From an optimization exercise on the open Yosys and OpenROAD flow, aimed at small area, a short achievable clock period and few clock cycles per item; shortcuts taken in it are not production practice.
No activity file was given, so power comes from the tool's default toggle rates.

==> flow/design.v <==
package video_pipeline_pkg;
  typedef enum logic [2:0] {
    REQ_IDLE  = 3'b001,
    REQ_READ  = 3'b010,
    REQ_STORE = 3'b100
  } req_state_e;
  typedef enum logic [1:0] {
    RESP_IDLE,
    RESP_FETCH,
    RESP_EMIT
  } resp_state_e;
  function automatic integer chunknum_bits(input integer hactive_bits, input integer chunk_bits);
    chunknum_bits = hactive_bits - chunk_bits;
  endfunction
  function automatic integer request_bits(input integer vactive_bits, input integer hactive_bits, input integer chunk_bits);
    request_bits = vactive_bits + chunknum_bits(hactive_bits, chunk_bits);
  endfunction
endpackage
module SyncFifo #(
  parameter int WIDTH     = 8,
  parameter int ADDR_BITS = 6
) (
  input  logic             clk,
  input  logic             rst,
  input  logic             rst_now_i,
  input  logic             wr_en_i,
  input  logic [WIDTH-1:0] wr_data_i,
  input  logic             pend_i,
  input  logic             rd_en_i,
  output logic [WIDTH-1:0] head_o,
  output logic             empty_o,
  output logic             full_o
);
  localparam int KB = ADDR_BITS - 1;
  localparam int D  = 2**KB;
  localparam int CB = ADDR_BITS + 1;
  localparam int AB = 2;                 
  localparam int BB = KB - AB;
  logic [WIDTH-1:0]     mem_q [2][D];
  logic [WIDTH-1:0]     pre_q [2];
  logic [2**AB-1:0]     ra_q  [2];
  logic [2**BB-1:0]     rb_q  [2];
  logic [D-1:0]         hot   [2];
  logic                 wr_lo_q;         
  logic [2**AB-1:0]     wa_q;
  logic [2**BB-1:0]     wb_q;
  logic                 rd_lo_q;         
  logic [CB-1:0]        cnt_q, rcnt_q, cnt_nx, rcnt_nx;
  logic                 wr_d1_q, rd_d1_q, empty_q, full_q;
  assign head_o  = pre_q[rd_lo_q];
  assign empty_o = empty_q;
  assign full_o  = full_q;
  assign cnt_nx  = cnt_q + CB'(wr_en_i) - CB'(rd_d1_q);
  assign rcnt_nx = rcnt_q + CB'(wr_d1_q) - CB'(rd_d1_q);
  always_ff @(posedge clk)
    for (int l = 0; l < 2; l++)
      for (int b = 0; b < 2**BB; b++)
        for (int a = 0; a < 2**AB; a++)
          if (wr_en_i && wr_lo_q == l[0] && wb_q[b] && wa_q[a]) mem_q[l][b*2**AB+a] <= wr_data_i;
  always_comb
    for (int l = 0; l < 2; l++)
      for (int j = 0; j < D; j++) hot[l][j] = rb_q[l][j / 2**AB] && ra_q[l][j % 2**AB];
  always_ff @(posedge clk)
    for (int l = 0; l < 2; l++) begin
      logic [WIDTH-1:0] v;
      v = '0;
      for (int j = 0; j < D; j++) v = v | (mem_q[l][j] & {WIDTH{hot[l][j]}});
      pre_q[l] <= v;
    end
  always_ff @(posedge clk)
    if (rst || rst_now_i) begin
      empty_q <= 1'b1;
      full_q  <= 1'b0;
    end else begin
      case ({pend_i, rd_en_i})
        2'b10:   full_q <= cnt_nx == CB'(2**ADDR_BITS-1);
        2'b01:   full_q <= cnt_nx == CB'(2**ADDR_BITS+1);
        default: full_q <= cnt_nx == CB'(2**ADDR_BITS);
      endcase
      empty_q <= rd_en_i ? rcnt_nx == CB'(1) : rcnt_nx == CB'(0);
    end
  always_ff @(posedge clk)
    if (rst) begin
      wr_lo_q  <= 1'b0;
      wa_q     <= (2**AB)'(1);
      wb_q     <= (2**BB)'(1);
      rd_lo_q  <= 1'b0;
      for (int l = 0; l < 2; l++) begin
        ra_q[l] <= (2**AB)'(1);
        rb_q[l] <= (2**BB)'(1);
      end
      cnt_q    <= '0;
      rcnt_q   <= '0;
      wr_d1_q  <= 1'b0;
      rd_d1_q  <= 1'b0;
    end else begin
      wr_d1_q <= wr_en_i;
      rd_d1_q <= rd_en_i;
      if (wr_en_i) begin
        wr_lo_q <= !wr_lo_q;
        if (wr_lo_q) begin
          wa_q <= {wa_q[2**AB-2:0], wa_q[2**AB-1]};
          if (wa_q[2**AB-1]) wb_q <= {wb_q[2**BB-2:0], wb_q[2**BB-1]};
        end
      end
      if (rd_en_i) begin
        rd_lo_q          <= !rd_lo_q;
        ra_q[rd_lo_q] <= {ra_q[rd_lo_q][2**AB-2:0], ra_q[rd_lo_q][2**AB-1]};
        if (ra_q[rd_lo_q][2**AB-1])
          rb_q[rd_lo_q] <= {rb_q[rd_lo_q][2**BB-2:0], rb_q[rd_lo_q][2**BB-1]};
      end
      cnt_q  <= cnt_nx;
      rcnt_q <= rcnt_nx;
    end
endmodule
module video_pad_crop_filter #(
  parameter int CHUNK_BITS         = 5,
  parameter int HACTIVE_BITS       = 11,
  parameter int VACTIVE_BITS       = 11,
  parameter int BITS_PER_PIXEL     = 16,
  parameter int REQ_FIFO_ADDR_BITS = HACTIVE_BITS - CHUNK_BITS,
  parameter int PIX_FIFO_ADDR_BITS = CHUNK_BITS + 1
) (
  input  logic                                        scalerClock,
  input  logic                                        reset,
  input  logic                                        bypass,
  input  logic [VACTIVE_BITS-1:0]                     padTopRows,
  input  logic [HACTIVE_BITS-CHUNK_BITS-1:0]          padLeftChunks,
  input  logic [VACTIVE_BITS-1:0]                     sourceRows,
  input  logic [HACTIVE_BITS-CHUNK_BITS-1:0]          sourceChunks,
  input  logic [BITS_PER_PIXEL-1:0]                   padColor,
  output logic                                        downstreamRequestFifoReadEnable,
  input  logic                                        downstreamRequestFifoEmpty,
  input  logic [VACTIVE_BITS+HACTIVE_BITS-CHUNK_BITS-1:0] downstreamRequestFifoReadData,
  output logic                                        downstreamResponseFifoWriteEnable,
  input  logic                                        downstreamResponseFifoFull,
  output logic [BITS_PER_PIXEL-1:0]                   downstreamResponseFifoWriteData,
  input  logic                                        upstreamRequestFifoReadEnable,
  output logic                                        upstreamRequestFifoEmpty,
  output logic [VACTIVE_BITS+HACTIVE_BITS-CHUNK_BITS-1:0] upstreamRequestFifoReadData,
  input  logic                                        upstreamResponseFifoWriteEnable,
  output logic                                        upstreamResponseFifoFull,
  input  logic [BITS_PER_PIXEL-1:0]                   upstreamResponseFifoWriteData
);
  localparam int CNB = HACTIVE_BITS - CHUNK_BITS;
  localparam int RB  = VACTIVE_BITS + CNB;
  localparam int QA  = REQ_FIFO_ADDR_BITS;
  localparam int BPP = BITS_PER_PIXEL;
  localparam int QN  = 2**QA;
  logic rst_q;
  always_ff @(posedge scalerClock) rst_q <= reset;
  logic                    rd_q, vld_q, cmp_q, st_q, busy_q, br_q, bc_q, win_q;
  logic [RB-1:0]           xl_q;
  logic [VACTIVE_BITS-1:0] in_row;
  logic [CNB-1:0]          in_chunk;
  logic [VACTIVE_BITS:0]   d_row;
  logic [CNB:0]            d_chunk;
  logic                    up_push, fl_push;
  logic                    u_full, f_full_q;
  assign {in_row, in_chunk} = downstreamRequestFifoReadData;
  assign d_row   = {1'b0, in_row} - {1'b0, padTopRows};
  assign d_chunk = {1'b0, in_chunk} - {1'b0, padLeftChunks};
  assign up_push = st_q && win_q;
  assign fl_push = st_q;
  assign downstreamRequestFifoReadEnable = rd_q;
  always_ff @(posedge scalerClock)
    if (reset) rd_q <= 1'b0;
    else       rd_q <= !rst_q && !busy_q && !downstreamRequestFifoEmpty && !u_full && !f_full_q;
  always_ff @(posedge scalerClock)
    if (rst_q) begin
      vld_q  <= 1'b0;
      cmp_q  <= 1'b0;
      st_q   <= 1'b0;
      busy_q <= 1'b0;
    end else begin
      vld_q  <= rd_q;
      cmp_q  <= vld_q;
      st_q   <= cmp_q;
      busy_q <= busy_q ? !st_q : !downstreamRequestFifoEmpty && !u_full && !f_full_q;
    end
  always_ff @(posedge scalerClock) begin
    if (vld_q) begin
      xl_q <= bypass ? downstreamRequestFifoReadData : {d_row[VACTIVE_BITS-1:0], d_chunk[CNB-1:0]};
      br_q <= d_row[VACTIVE_BITS];
      bc_q <= d_chunk[CNB];
    end
    if (cmp_q)
      win_q <= bypass || (!br_q && !bc_q &&
                          xl_q[RB-1:CNB] < sourceRows && xl_q[CNB-1:0] < sourceChunks);
  end
  logic          u_pop, u_empty;
  logic [RB-1:0] u_head, u_rd_q;
  assign u_pop = upstreamRequestFifoReadEnable && !u_empty;
  assign upstreamRequestFifoEmpty    = u_empty;
  assign upstreamRequestFifoReadData = u_rd_q;
  SyncFifo #(.WIDTH(RB), .ADDR_BITS(QA)) u_up_req (
    .clk(scalerClock), .rst(rst_q), .rst_now_i(reset),
    .wr_en_i(up_push), .wr_data_i(xl_q), .pend_i(1'b0),
    .rd_en_i(u_pop), .head_o(u_head),
    .empty_o(u_empty), .full_o(u_full)
  );
  always_ff @(posedge scalerClock) u_rd_q <= u_head;
  logic [QN-1:0] fmem;
  logic [QA-1:0] f_wp, f_rp;
  logic [QA:0]   f_cnt, f_inc, f_dec;
  logic          f_pop, f_empty_q, f_head_q, f_rdy_q;
  always_comb begin
    logic ci, cd;
    ci = 1'b1; cd = 1'b1;
    for (int i = 0; i <= QA; i++) begin
      f_inc[i] = f_cnt[i] ^ ci;
      f_dec[i] = f_cnt[i] ^ cd;
      ci = ci & f_cnt[i];
      cd = cd & !f_cnt[i];
    end
  end
  always_ff @(posedge scalerClock) begin
    if (fl_push) fmem[f_wp] <= win_q;
    f_head_q <= fmem[f_rp];
  end
  always_ff @(posedge scalerClock)
    if (rst_q) begin
      f_wp      <= '0;
      f_rp      <= '0;
      f_cnt     <= '0;
      f_empty_q <= 1'b1;
      f_full_q  <= 1'b0;
      f_rdy_q   <= 1'b0;
    end else begin
      if (fl_push) f_wp <= f_wp + QA'(1);
      if (f_pop)   f_rp <= f_rp + QA'(1);
      f_rdy_q <= !f_empty_q && !f_pop;
      case ({fl_push, f_pop})
        2'b10: begin
          f_cnt     <= f_inc;
          f_empty_q <= 1'b0;
          f_full_q  <= f_cnt == (QA+1)'(QN-1);
        end
        2'b01: begin
          f_cnt     <= f_dec;
          f_empty_q <= f_cnt == (QA+1)'(1);
          f_full_q  <= 1'b0;
        end
        default: ;
      endcase
    end
  logic           p_acc, pin_v_q, p_pop, p_empty, p_full;
  logic [BPP-1:0] pin_d_q, p_head;
  assign p_acc = upstreamResponseFifoWriteEnable && !p_full;
  assign upstreamResponseFifoFull = p_full || reset;
  always_ff @(posedge scalerClock) begin
    if (rst_q) pin_v_q <= 1'b0;
    else       pin_v_q <= p_acc;
    pin_d_q <= upstreamResponseFifoWriteData;
  end
  SyncFifo #(.WIDTH(BPP), .ADDR_BITS(PIX_FIFO_ADDR_BITS)) u_pix (
    .clk(scalerClock), .rst(rst_q), .rst_now_i(reset),
    .wr_en_i(pin_v_q), .wr_data_i(pin_d_q), .pend_i(p_acc),
    .rd_en_i(p_pop), .head_o(p_head),
    .empty_o(p_empty), .full_o(p_full)
  );
  logic                  cur_v, cur_pad, i31_q, adv, issue, nxt;
  logic [CHUNK_BITS-1:0] idx;
  logic                  ov_q, dsf_q;
  logic [BPP-1:0]        wd_q;
  assign adv   = !ov_q || !dsf_q;
  assign issue = adv && cur_v && (cur_pad || !p_empty) && !rst_q;
  assign nxt   = !cur_v || (issue && i31_q);
  assign f_pop = nxt && f_rdy_q;
  assign p_pop = issue && !cur_pad;
  assign downstreamResponseFifoWriteEnable = ov_q && !dsf_q;
  assign downstreamResponseFifoWriteData   = wd_q;
  always_ff @(posedge scalerClock) begin
    dsf_q <= downstreamResponseFifoFull;
    if (reset)    ov_q <= 1'b0;
    else if (adv) ov_q <= issue;
    if (issue) wd_q <= cur_pad ? padColor : p_head;
  end
  always_ff @(posedge scalerClock)
    if (rst_q) begin
      cur_v   <= 1'b0;
      cur_pad <= 1'b0;
      idx     <= '0;
      i31_q   <= 1'b0;
    end else begin
      if (nxt) begin
        cur_v   <= f_rdy_q;
        cur_pad <= !f_head_q;
      end
      if (issue) begin
        idx   <= idx + CHUNK_BITS'(1);
        i31_q <= idx == CHUNK_BITS'(2**CHUNK_BITS-2);
      end
    end
endmodule
export LEC_CHECK = 0
export CAP_MARGIN = 20
export CORE_MARGIN = 2
export CORE_UTILIZATION = 40
export CTS_CLUSTER_DIAMETER = 100
export CTS_CLUSTER_SIZE = 30
export SETUP_SLACK_MARGIN = 2.5
export SLEW_MARGIN = 20
create_clock -name core_clock -period 5.0 [get_ports {scalerClock}]
run.sh (not shown) runs the stock make flow with config.mk's settings and CLKGATE_MAP_FILE= SYNTH_SCRIPT=/design/flow/synth_recipe.tcl, a recipe that flattens the netlist after the stock synthesis.
The first run finished with timing, DRC and antenna clean.
Next try:
--- a/flow/design.v
+++ b/flow/design.v
@@ -33,15 +33,13 @@
 );
   localparam int KB = ADDR_BITS - 1;
   localparam int D  = 2**KB;
   localparam int CB = ADDR_BITS + 1;
+  logic [WIDTH-1:0]     mem_q [2][D];
+  logic [WIDTH-1:0]     pre_q [2];
+  logic [D-1:0]         hot_q [2];       
   localparam int AB = 2;                 
   localparam int BB = KB - AB;
-  logic [WIDTH-1:0]     mem_q [2][D];
-  logic [WIDTH-1:0]     pre_q [2];
-  logic [2**AB-1:0]     ra_q  [2];
-  logic [2**BB-1:0]     rb_q  [2];
-  logic [D-1:0]         hot   [2];
   logic                 wr_lo_q;         
   logic [2**AB-1:0]     wa_q;
   logic [2**BB-1:0]     wb_q;
   logic                 rd_lo_q;         
@@ -56,16 +54,13 @@
     for (int l = 0; l < 2; l++)
       for (int b = 0; b < 2**BB; b++)
         for (int a = 0; a < 2**AB; a++)
           if (wr_en_i && wr_lo_q == l[0] && wb_q[b] && wa_q[a]) mem_q[l][b*2**AB+a] <= wr_data_i;
-  always_comb
-    for (int l = 0; l < 2; l++)
-      for (int j = 0; j < D; j++) hot[l][j] = rb_q[l][j / 2**AB] && ra_q[l][j % 2**AB];
   always_ff @(posedge clk)
     for (int l = 0; l < 2; l++) begin
       logic [WIDTH-1:0] v;
       v = '0;
-      for (int j = 0; j < D; j++) v = v | (mem_q[l][j] & {WIDTH{hot[l][j]}});
+      for (int j = 0; j < D; j++) v = v | (mem_q[l][j] & {WIDTH{hot_q[l][j]}});
       pre_q[l] <= v;
     end
   always_ff @(posedge clk)
     if (rst || rst_now_i) begin
@@ -84,12 +79,10 @@
       wr_lo_q  <= 1'b0;
       wa_q     <= (2**AB)'(1);
       wb_q     <= (2**BB)'(1);
       rd_lo_q  <= 1'b0;
-      for (int l = 0; l < 2; l++) begin
-        ra_q[l] <= (2**AB)'(1);
-        rb_q[l] <= (2**BB)'(1);
-      end
+      hot_q[0] <= D'(1);
+      hot_q[1] <= D'(1);
       cnt_q    <= '0;
       rcnt_q   <= '0;
       wr_d1_q  <= 1'b0;
       rd_d1_q  <= 1'b0;
@@ -104,11 +97,9 @@
         end
       end
       if (rd_en_i) begin
         rd_lo_q          <= !rd_lo_q;
-        ra_q[rd_lo_q] <= {ra_q[rd_lo_q][2**AB-2:0], ra_q[rd_lo_q][2**AB-1]};
-        if (ra_q[rd_lo_q][2**AB-1])
-          rb_q[rd_lo_q] <= {rb_q[rd_lo_q][2**BB-2:0], rb_q[rd_lo_q][2**BB-1]};
+        hot_q[rd_lo_q]   <= {hot_q[rd_lo_q][D-2:0], hot_q[rd_lo_q][D-1]};
       end
       cnt_q  <= cnt_nx;
       rcnt_q <= rcnt_nx;
     end
Outcome:
- core utilization grows by 0.21 points
- worst setup slack degrades by 140 ps
- clock power grows by about 4%
- design area grows by 1.5%
- die area grows by 1.0%
- cell count is about the same
- synthesized area grows by 1.0%
- via count shrinks by 1.6%
- routed wire length grows by 4.9%
No run of this note included a check of the RTL's function; only the layout flow was run.

## what the ideal ports hide
How much do the figures lean on ideal ports? The routed layouts below were timed once more, with nothing changed but the port constraints.
Step 1 (the two cells are an assumption about what drives the block):
set clk [get_ports {scalerClock}]
set_driving_cell -lib_cell sky130_fd_sc_hd__clkbuf_16 $clk
set_driving_cell -lib_cell sky130_fd_sc_hd__buf_2 [delete_from_list [all_inputs] $clk]
Step 2 also shifts input and output timing later by t, the mid clock arrival at the registers, as if the neighbouring blocks saw the same clock.
a / b / c = ideal ports / drivers / drivers and shift; a / b = the first two.
| run | t (ns) | setup WS [ns] | worst setup path after step 2 |
|---|---|---|---|
| the first run | 0.879 | 2.353 / 2.353 / 1.819 | input to register |
| the second run | 0.895 | 2.212 / 2.212 / 1.678 | input to register |
After both steps every run listed still meets setup and hold.
